This is an optimization exercise on Yosys and OpenROAD, whose aim is small area, a short achievable clock period and few clock cycles per item, not a production implementation.
Only simulation tests tie the RTL to the original design; equivalence was not proved.
No driver is modelled on the clock port, so clocking that relies on it looks cheaper here than on a real chip.
Power figures rest on the tool's default switching activity, not on a simulated workload.

Design per_key_chatter_filter_top, start of the top module:
module per_key_chatter_filter_top (
  input  logic                clk,
  input  logic                rst,
  input  logic                cfg_wr_en,
  input  logic [CFG_W-1:0]    cfg_wr_data,
  input  logic                in_valid,
  output logic                in_ready,
  input  logic [CMD_W-1:0]    command,
  input  logic [IDX_IN_W-1:0] entry_index,
  input  logic [KEY_W-1:0]    key_code,
  input  logic [HOLD_W-1:0]   hold_off_ms,
  input  logic [TIME_W-1:0]   time_us,
  output logic                out_valid,
  input  logic                out_ready,
  output logic                pass_event,
  output logic                key_matched
);
Size: ~5500 cells after synthesis, roughly 2700 flip-flops, roughly 96000 um2 of cells after synthesis.
Settings: LEC_CHECK=0, CAP_MARGIN=20, CORE_MARGIN=2, CORE_UTILIZATION=60, CTS_CLUSTER_DIAMETER=100, CTS_CLUSTER_SIZE=30, SETUP_SLACK_MARGIN=2.3, SLEW_MARGIN=20; clock period 5.0 ns.
run.sh (not shown) runs the stock make flow with config.mk's settings and CLKGATE_MAP_FILE= SYNTH_SCRIPT=/design/flow/synth_recipe.tcl, a recipe that flattens the netlist after the stock synthesis.
Testbench counts at the start, summed over its fixed seeds: cycles 16,040, items 16,000.
Edit:
==> flow/flow/run.sh (new file) <==
#!/bin/bash
# The standard layout (the standard.sh, standard synthesis unchanged), with extra
# setup-timing repair passes after clock tree synthesis (flow/post_cts.tcl, run through
# ORFS's POST_CTS_TCL hook). The full output goes to standard.log in the work folder;
# ORFS keeps each step's own log under orfs/logs/.
set -euo pipefail
here="$(pwd)"
export POST_CTS_TCL="$here/flow/post_cts.tcl"
bash standard.sh > "$here/standard.log" 2>&1
==> flow/flow/post_cts.tcl (new file) <==
# Extra setup repair after CTS: the single repair_timing call that cts.tcl makes stops
# early, and further calls keep improving the worst slack. Placement is legalized again
# afterwards, as cts.tcl does after its own repair.
puts "post-CTS: extra setup repair"
estimate_parasitics -placement
report_worst_slack -max
for {set i 0} {$i < 6} {incr i} {
  repair_timing -setup -setup_margin 2.6 -repair_tns 100
  report_worst_slack -max
}
detailed_placement
check_placement -verbose
estimate_parasitics -placement
report_worst_slack -max
==> flow/standard.sh (new file) <==
#!/bin/bash
# synth_recipe.tcl (not shown) runs the flow's synth.tcl, then flattens the netlist and writes it again
# the make line also repeats each setting of config.mk as NAME=value (left out here)
make -C /OpenROAD-flow-scripts/flow DESIGN_CONFIG=/design/flow/config.mk WORK_HOME=/design/flow/orfs CLKGATE_MAP_FILE= SYNTH_SCRIPT=/design/flow/synth_recipe.tcl "${@:-finish}"
removed: flow/run.sh
Effect: Clock power barely changes; core utilization rose by 0.81 points; final area went up slightly; count of clock-buffer cells in the layout is unchanged; worst hold slack hardly moves.

Setup of run A:
Another version of the RTL of per_key_chatter_filter_top (not shown whole).
Size in the first run: ~98000 sq um of cells after synthesis.
export LEC_CHECK = 0
export CAP_MARGIN = 20
export CORE_MARGIN = 2
export CORE_UTILIZATION = 60
export CTS_CLUSTER_DIAMETER = 90
export CTS_CLUSTER_SIZE = 27
export SETUP_SLACK_MARGIN = 2.3
export SLEW_MARGIN = 20
create_clock -name core_clock -period 5.0 [get_ports {clk}]
standard.sh (not shown) runs the stock make flow with config.mk's settings and CLKGATE_MAP_FILE= SYNTH_SCRIPT=/design/flow/synth_recipe.tcl, a recipe that flattens the netlist after the stock synthesis.
==> flow/flow/run.sh <==
#!/bin/bash
# The standard layout (the standard.sh, standard synthesis unchanged), with extra
# setup-timing repair passes after clock tree synthesis (flow/post_cts.tcl, run through
# ORFS's POST_CTS_TCL hook), and buf_2 as the port buffer cell. The full output goes to standard.log in the work folder;
# ORFS keeps each step's own log under orfs/logs/.
set -euo pipefail
here="$(pwd)"
export POST_CTS_TCL="$here/flow/post_cts.tcl"
export BUFFER_PORTS_ARGS="-buffer_cell sky130_fd_sc_hd__buf_2"
bash standard.sh > "$here/standard.log" 2>&1
==> flow/flow/post_cts.tcl <==
# Extra setup repair after CTS: the single repair_timing call that cts.tcl makes stops
# early, and further calls keep improving the worst slack. Placement is legalized again
# afterwards, as cts.tcl does after its own repair.
puts "post-CTS: extra setup repair"
estimate_parasitics -placement
report_worst_slack -max
for {set i 0} {$i < 6} {incr i} {
  repair_timing -setup -setup_margin 2.6 -repair_tns 100
  report_worst_slack -max
}
detailed_placement
check_placement -verbose
estimate_parasitics -placement
report_worst_slack -max
Testbench counts of run A, summed over its fixed seeds: cycles 16,048, items 16,000.
The inputs of run B differ from those of run A as listed below.
- changing CTS_CLUSTER_DIAMETER from 90 to 100
- changing CTS_CLUSTER_SIZE from 27 to 30
==> flow/flow/run.sh <==
#!/bin/bash
# The standard layout (the standard.sh, standard synthesis unchanged), with extra
# setup-timing repair passes after clock tree synthesis (flow/post_cts.tcl, run through
# ORFS's POST_CTS_TCL hook). The full output goes to standard.log in the work folder;
# ORFS keeps each step's own log under orfs/logs/.
set -euo pipefail
here="$(pwd)"
export POST_CTS_TCL="$here/flow/post_cts.tcl"
bash standard.sh > "$here/standard.log" 2>&1
diff --git a/flow/flow/post_cts.tcl b/flow/flow/post_cts.tcl
--- a/flow/flow/post_cts.tcl
+++ b/flow/flow/post_cts.tcl
@@ -6,5 +6,5 @@
 report_worst_slack -max
 for {set i 0} {$i < 6} {incr i} {
-  repair_timing -setup -setup_margin 2.6 -repair_tns 100
+  repair_timing -setup -setup_margin 2.8 -repair_tns 100
   report_worst_slack -max
 }
==> comparison <==
- Final non-filler cell area of run B exceeds that of run A by a few percent.
- [compare] base=run A new=run B: total wirelength of the detailed-routed design went up about 10%, worst hold slack rose 0.043 ns.
- As far as die area goes, run A and run B are indistinguishable; the numbers are identical.
- The total power per unit cell area reported for run B is smaller than that of run A by 3.0%.
- Delta (run B minus run A): clock power fell by about 5%; number of stages on the worst setup path rose by 1; fraction of area in multi-input gates stayed essentially flat.
### run B -> run C
- CORE_UTILIZATION now 65, was 60
- CTS_CLUSTER_SIZE now 27, was 30
- CTS_CLUSTER_DIAMETER now 90, was 100
[summary]
- Going from run B to run C, post-layout total power has increased; via count moved up; post-route standard cell area excluding fillers ~0 delta; relative contribution of combinational cells to total power fell 0.2 points.
- In run C, count of clock-net buffers in the final layout is higher than in run B.
- Compared to run B, run C leaves less free space in the core.
- In the metrics for run C and run B, the one carrying the higher average wire per cell in the routed design is run C.
- A start-to-end type of the worst setup path of register to output pin is what run C shows, while register to register belongs to run B.
Edits applied to the flow inputs when going from run C to run D:
- CORE_UTILIZATION now 60, was 65
diff --git a/flow/flow/post_cts.tcl b/flow/flow/post_cts.tcl
--- a/flow/flow/post_cts.tcl
+++ b/flow/flow/post_cts.tcl
@@ -6,5 +6,5 @@
 report_worst_slack -max
 for {set i 0} {$i < 6} {incr i} {
-  repair_timing -setup -setup_margin 2.8 -repair_tns 100
+  repair_timing -setup -setup_margin 2.7 -repair_tns 100
   report_worst_slack -max
 }
Notes after the runs:
Per the comparison of run D with run C, placed instance count went up about 2.2%, via total after detailed routing went down 3.4%, critical path required time went up 1.67 ns.
Worst hold slack: run C vs run D — no meaningful difference
Summary of run D over run C: share of the core filled with cells went down by 6.2 points; worst setup slack went down by 0.067 ns; total chip power went up by about 0.8%; wire length went down by 15000 um; number of standard cells in the final layout excluding fillers went up by 90.

==> static timing again, ports no longer ideal <==
The results above use ideal ports. As a check the final layouts listed here were re-extracted and re-timed, cells and wires unchanged.
Step 1: set_driving_cell puts a clkbuf_16 on clk and a buf_2 on each other input, an assumption about the parent block.
Step 2, shift: input delay + t, output delay - t, t = (earliest + latest rising clock arrival at the registers) / 2. This alone moves slack from input paths to output paths.
Three values: ideal ports, drivers, drivers and shift; two values: the first two.
run | t, ns | setup WS [ns] | clock arrival spread, ns
the first run of note 1 | 0.837 | 2.219 / 2.266 / 1.429 | 0.031 / 0.031
the second run of note 1 | 0.841 | 2.399 / 2.381 / 1.541 | 0.030 / 0.031
run A | 0.863 | 2.574 / 2.573 / 1.883 | 0.037 / 0.037
run B | 0.847 | 2.679 / 2.613 / 2.034 | 0.024 / 0.025
run C | 0.857 | 2.719 / 2.636 / 1.976 | 0.027 / 0.027
run D | 0.844 | 2.652 / 2.609 / 1.862 | 0.032 / 0.032
After both steps every run listed still meets setup and hold. For the second run of note 1, which loses most, drivers alone change the setup slack by -0.018 ns; drivers and shift together by -0.858 ns.
